Background: an optimization exercise with open tools, aiming at small area, a short achievable clock period and few clock cycles per item. Do not read the settings as production practice.

// linked_piece_set_table
module linked_piece_set_table (
    input  logic        clk,
    input  logic        rst_n,
    input  logic        s_tvalid,
    output logic        s_tready,
    input  logic [15:0] s_tdata,
    output logic        m_tvalid,
    input  logic        m_tready,
    output logic [7:0]  m_tdata
);
    localparam int N = 32;
    logic [13:0]  key_q [N];
    logic [N-1:0] valid_q;
    logic [N-1:0] valid_d;
    logic         i_valid;
    logic [1:0]   i_cmd;
    logic [N-1:0] i_match;
    logic         q0v, q1v;
    logic         q1_free;      
    logic         rdy_q;        
    logic [6:0]   q0d, q1d;
    logic         take;
    logic         exec;
    logic         pop;
    assign take     = rdy_q;
    assign exec     = i_valid && q1_free;
    assign pop      = q0v && m_tready;
    assign s_tready = rdy_q;
    always_ff @(posedge clk or negedge rst_n)
    begin
        if (!rst_n)
            i_valid <= 1'b0;
        else if (take)
            i_valid <= s_tvalid;
    end
    always_ff @(posedge clk)
    begin
        if (take)
        begin
            i_cmd <= s_tdata[1:0];
            for (int i = 0; i < N; i++)
                i_match[i] <= (key_q[i] == s_tdata[15:2]);
        end
    end
    logic [N-1:0] hit;
    logic [N-1:0] lowfree;
    logic         any_hit;
    logic         full;
    logic [4:0]   hit_idx;
    logic [4:0]   free_idx;
    assign hit     = valid_q & i_match;
    assign any_hit = |hit;
    assign full    = &valid_q;
    assign lowfree[0] = !valid_q[0];
    for (genvar g = 1; g < N; g++)
    begin : g_lowfree
        assign lowfree[g] = !valid_q[g] && (&valid_q[g-1:0]);
    end
    always_comb
    begin
        hit_idx  = '0;
        free_idx = '0;
        for (int i = 0; i < N; i++)
        begin
            hit_idx  = hit_idx  | ({5{hit[i]}} & 5'(i));
            free_idx = free_idx | ({5{lowfree[i]}} & 5'(i));
        end
    end
  ...
For scale: about 1500 cells after synthesis, roughly 23000 um2 of cells after synthesis.
==> module linked_piece_set_table, before the edit <==
module linked_piece_set_table (
    input  logic        clk,
    input  logic        rst_n,
    input  logic        s_tvalid,
    output logic        s_tready,
    input  logic [15:0] s_tdata,
    output logic        m_tvalid,
    input  logic        m_tready,
    output logic [7:0]  m_tdata
);
    localparam int N = 32;
    logic [13:0]  key_q [N];
    logic [N-1:0] valid_q;
    logic [N-1:0] valid_d;
    logic         i_valid;
    logic [1:0]   i_cmd;
    logic [N-1:0] i_match;
    logic         q0v, q1v;
    logic         q1_free;      
    logic         rdy_q;        
    logic [6:0]   q0d, q1d;
    logic         take;
    logic         exec;
    logic         pop;
    assign take     = rdy_q;
    assign exec     = i_valid && q1_free;
    assign pop      = q0v && m_tready;
    assign s_tready = rdy_q;
    always_ff @(posedge clk or negedge rst_n)
    begin
        if (!rst_n)
            i_valid <= 1'b0;
        else if (take)
            i_valid <= s_tvalid;
    end
    always_ff @(posedge clk)
    begin
        if (take)
        begin
            i_cmd <= s_tdata[1:0];
            for (int i = 0; i < N; i++)
                i_match[i] <= (key_q[i] == s_tdata[15:2]);
        end
    end
    logic [N-1:0] hit;
    logic [N-1:0] lowfree;
    logic         any_hit;
    logic         full;
    logic [4:0]   hit_idx;
    logic [4:0]   free_idx;
    assign hit     = valid_q & i_match;
    assign any_hit = |hit;
    assign full    = &valid_q;
    assign lowfree[0] = !valid_q[0];
    for (genvar g = 1; g < N; g++)
    begin : g_lowfree
        assign lowfree[g] = !valid_q[g] && (&valid_q[g-1:0]);
    end
    always_comb
    begin
        hit_idx  = '0;
        free_idx = '0;
        for (int i = 0; i < N; i++)
        begin
            hit_idx  = hit_idx  | ({5{hit[i]}} & 5'(i));
            free_idx = free_idx | ({5{lowfree[i]}} & 5'(i));
        end
    end
    logic is_find, is_add, is_rem, is_clr;
    assign is_find = (i_cmd == 2'd0);
    assign is_add  = (i_cmd == 2'd1);
    assign is_rem  = (i_cmd == 2'd2);
    assign is_clr  = (i_cmd == 2'd3);
    logic [1:0] r_status;
    logic [4:0] r_slot;
    logic [6:0] r_data;
    always_comb
    begin
        r_status[1] = is_add && (any_hit || full);
        r_status[0] = ((is_find || is_rem) && !any_hit) || (is_add && !any_hit && full);
        if (is_add)
            r_slot = (any_hit || full) ? 5'd0 : free_idx;
        else if (is_clr)
            r_slot = 5'd0;
        else
            r_slot = hit_idx;
        r_data = {r_slot, r_status};
    end
    always_comb
    begin
        valid_d = valid_q;
        if (exec)
        begin
            if (is_clr)
                valid_d = '0;
            else if (is_rem)
                valid_d = valid_q & ~hit;
            else if (is_add && !any_hit)
                valid_d = valid_q | lowfree;
        end
    end
    always_ff @(posedge clk or negedge rst_n)
    begin
        if (!rst_n)
            valid_q <= '0;
        else
            valid_q <= valid_d;
    end
    always_ff @(posedge clk)
    begin
        for (int i = 0; i < N; i++)
            if (take && !valid_d[i])
                key_q[i] <= s_tdata[15:2];
    end
    always_ff @(posedge clk or negedge rst_n)
    begin
        if (!rst_n)
        begin
            q0v     <= 1'b0;
            q1v     <= 1'b0;
            q1_free <= 1'b1;
            rdy_q   <= 1'b0;
        end
        else
        begin
            if (pop)
            begin
                q0v     <= q1v || exec;
                q1v     <= q1v && exec;
                q1_free <= !(q1v && exec);
                rdy_q   <= !(q1v && exec);
            end
            else
            begin
                q0v     <= q0v || exec;
                q1v     <= q1v || (q0v && exec);
                q1_free <= !(q1v || (q0v && exec));
                rdy_q   <= !(q1v || (q0v && exec));
            end
        end
    end
    always_ff @(posedge clk)
    begin
        if (pop ? !q1v : !q0v)
            q0d <= r_data;
        else if (pop)
            q0d <= q1d;
        if (pop ? q1v : (q0v && !q1v))
            q1d <= r_data;
    end
    assign m_tvalid = q0v;
    assign m_tdata  = {1'b0, q0d};
endmodule
Settings: LEC_CHECK=0, ABC_CLOCK_PERIOD_IN_PS=2500, CAP_MARGIN=20, CORE_MARGIN=2, CORE_UTILIZATION=40, SETUP_SLACK_MARGIN=4.0, SLEW_MARGIN=20; clock period 6.5 ns.
run.sh (not shown) runs the stock make flow with config.mk's settings and CLKGATE_MAP_FILE= SYNTH_SCRIPT=/design/flow/synth_recipe.tcl, a recipe that flattens the netlist after the stock synthesis.
Edit:
--- a/flow/design.v
+++ b/flow/design.v
@@ -28,20 +28,19 @@
     logic [N-1:0] valid_d;
     logic         i_valid;
     logic [1:0]   i_cmd;
     logic [N-1:0] i_match;
     logic         q0v, q1v;
-    logic         q1_free;      
-    logic         rdy_q;        
+    logic         q1_free;
     logic [6:0]   q0d, q1d;
     logic         take;
     logic         exec;
     logic         pop;
-    assign take     = rdy_q;
+    assign take     = q1_free;
     assign exec     = i_valid && q1_free;
     assign pop      = q0v && m_tready;
-    assign s_tready = rdy_q;
+    assign s_tready = q1_free;
     always_ff @(posedge clk or negedge rst_n)
     begin
         if (!rst_n)
             i_valid <= 1'b0;
         else if (take)
@@ -131,27 +130,24 @@
         if (!rst_n)
         begin
             q0v     <= 1'b0;
             q1v     <= 1'b0;
             q1_free <= 1'b1;
-            rdy_q   <= 1'b0;
         end
         else
         begin
             if (pop)
             begin
                 q0v     <= q1v || exec;
                 q1v     <= q1v && exec;
                 q1_free <= !(q1v && exec);
-                rdy_q   <= !(q1v && exec);
             end
             else
             begin
                 q0v     <= q0v || exec;
                 q1v     <= q1v || (q0v && exec);
                 q1_free <= !(q1v || (q0v && exec));
-                rdy_q   <= !(q1v || (q0v && exec));
             end
         end
     end
     always_ff @(posedge clk)
     begin
- design area rises by 3.9%
- clock-buffer cell count goes up by 1
- utilization climbs by 1.0 points
- register-to-register slack got worse by 90 ps
- cell count rose by 4.5%
- worst setup slack got worse by 93 ps
Function was not checked in any run of this note: the RTL went through the layout flow alone.

## what the ideal ports hide
How much do the figures lean on ideal ports? The routed layouts below were timed once more, with nothing changed but the port constraints. Step 1 sets driving cells, clkbuf_16 on the clock port and buf_2 on the other inputs (assumed; they add their load-dependent delay and slew). Step 2 adds t to the input delays and takes it off the output delays; t is the mean of the earliest and latest rising clock arrival at the registers after step 1. Input paths then give back, and output paths get back, about the clock's delay inside the block. Slacks: ideal ports / drivers / drivers and shift; pairs: ideal ports / drivers.
run	t, ns	setup WS [ns]	latest minus earliest clock arrival (ns)
the first run	0.655	3.927 / 3.886 / 3.385	0.024 / 0.024
the second run	0.653	3.834 / 3.779 / 3.383	0.023 / 0.023
After both steps every run listed still meets setup and hold. The setup slack of the first run, which loses most, moves by -0.041 ns with the drivers and by -0.542 ns with both steps.
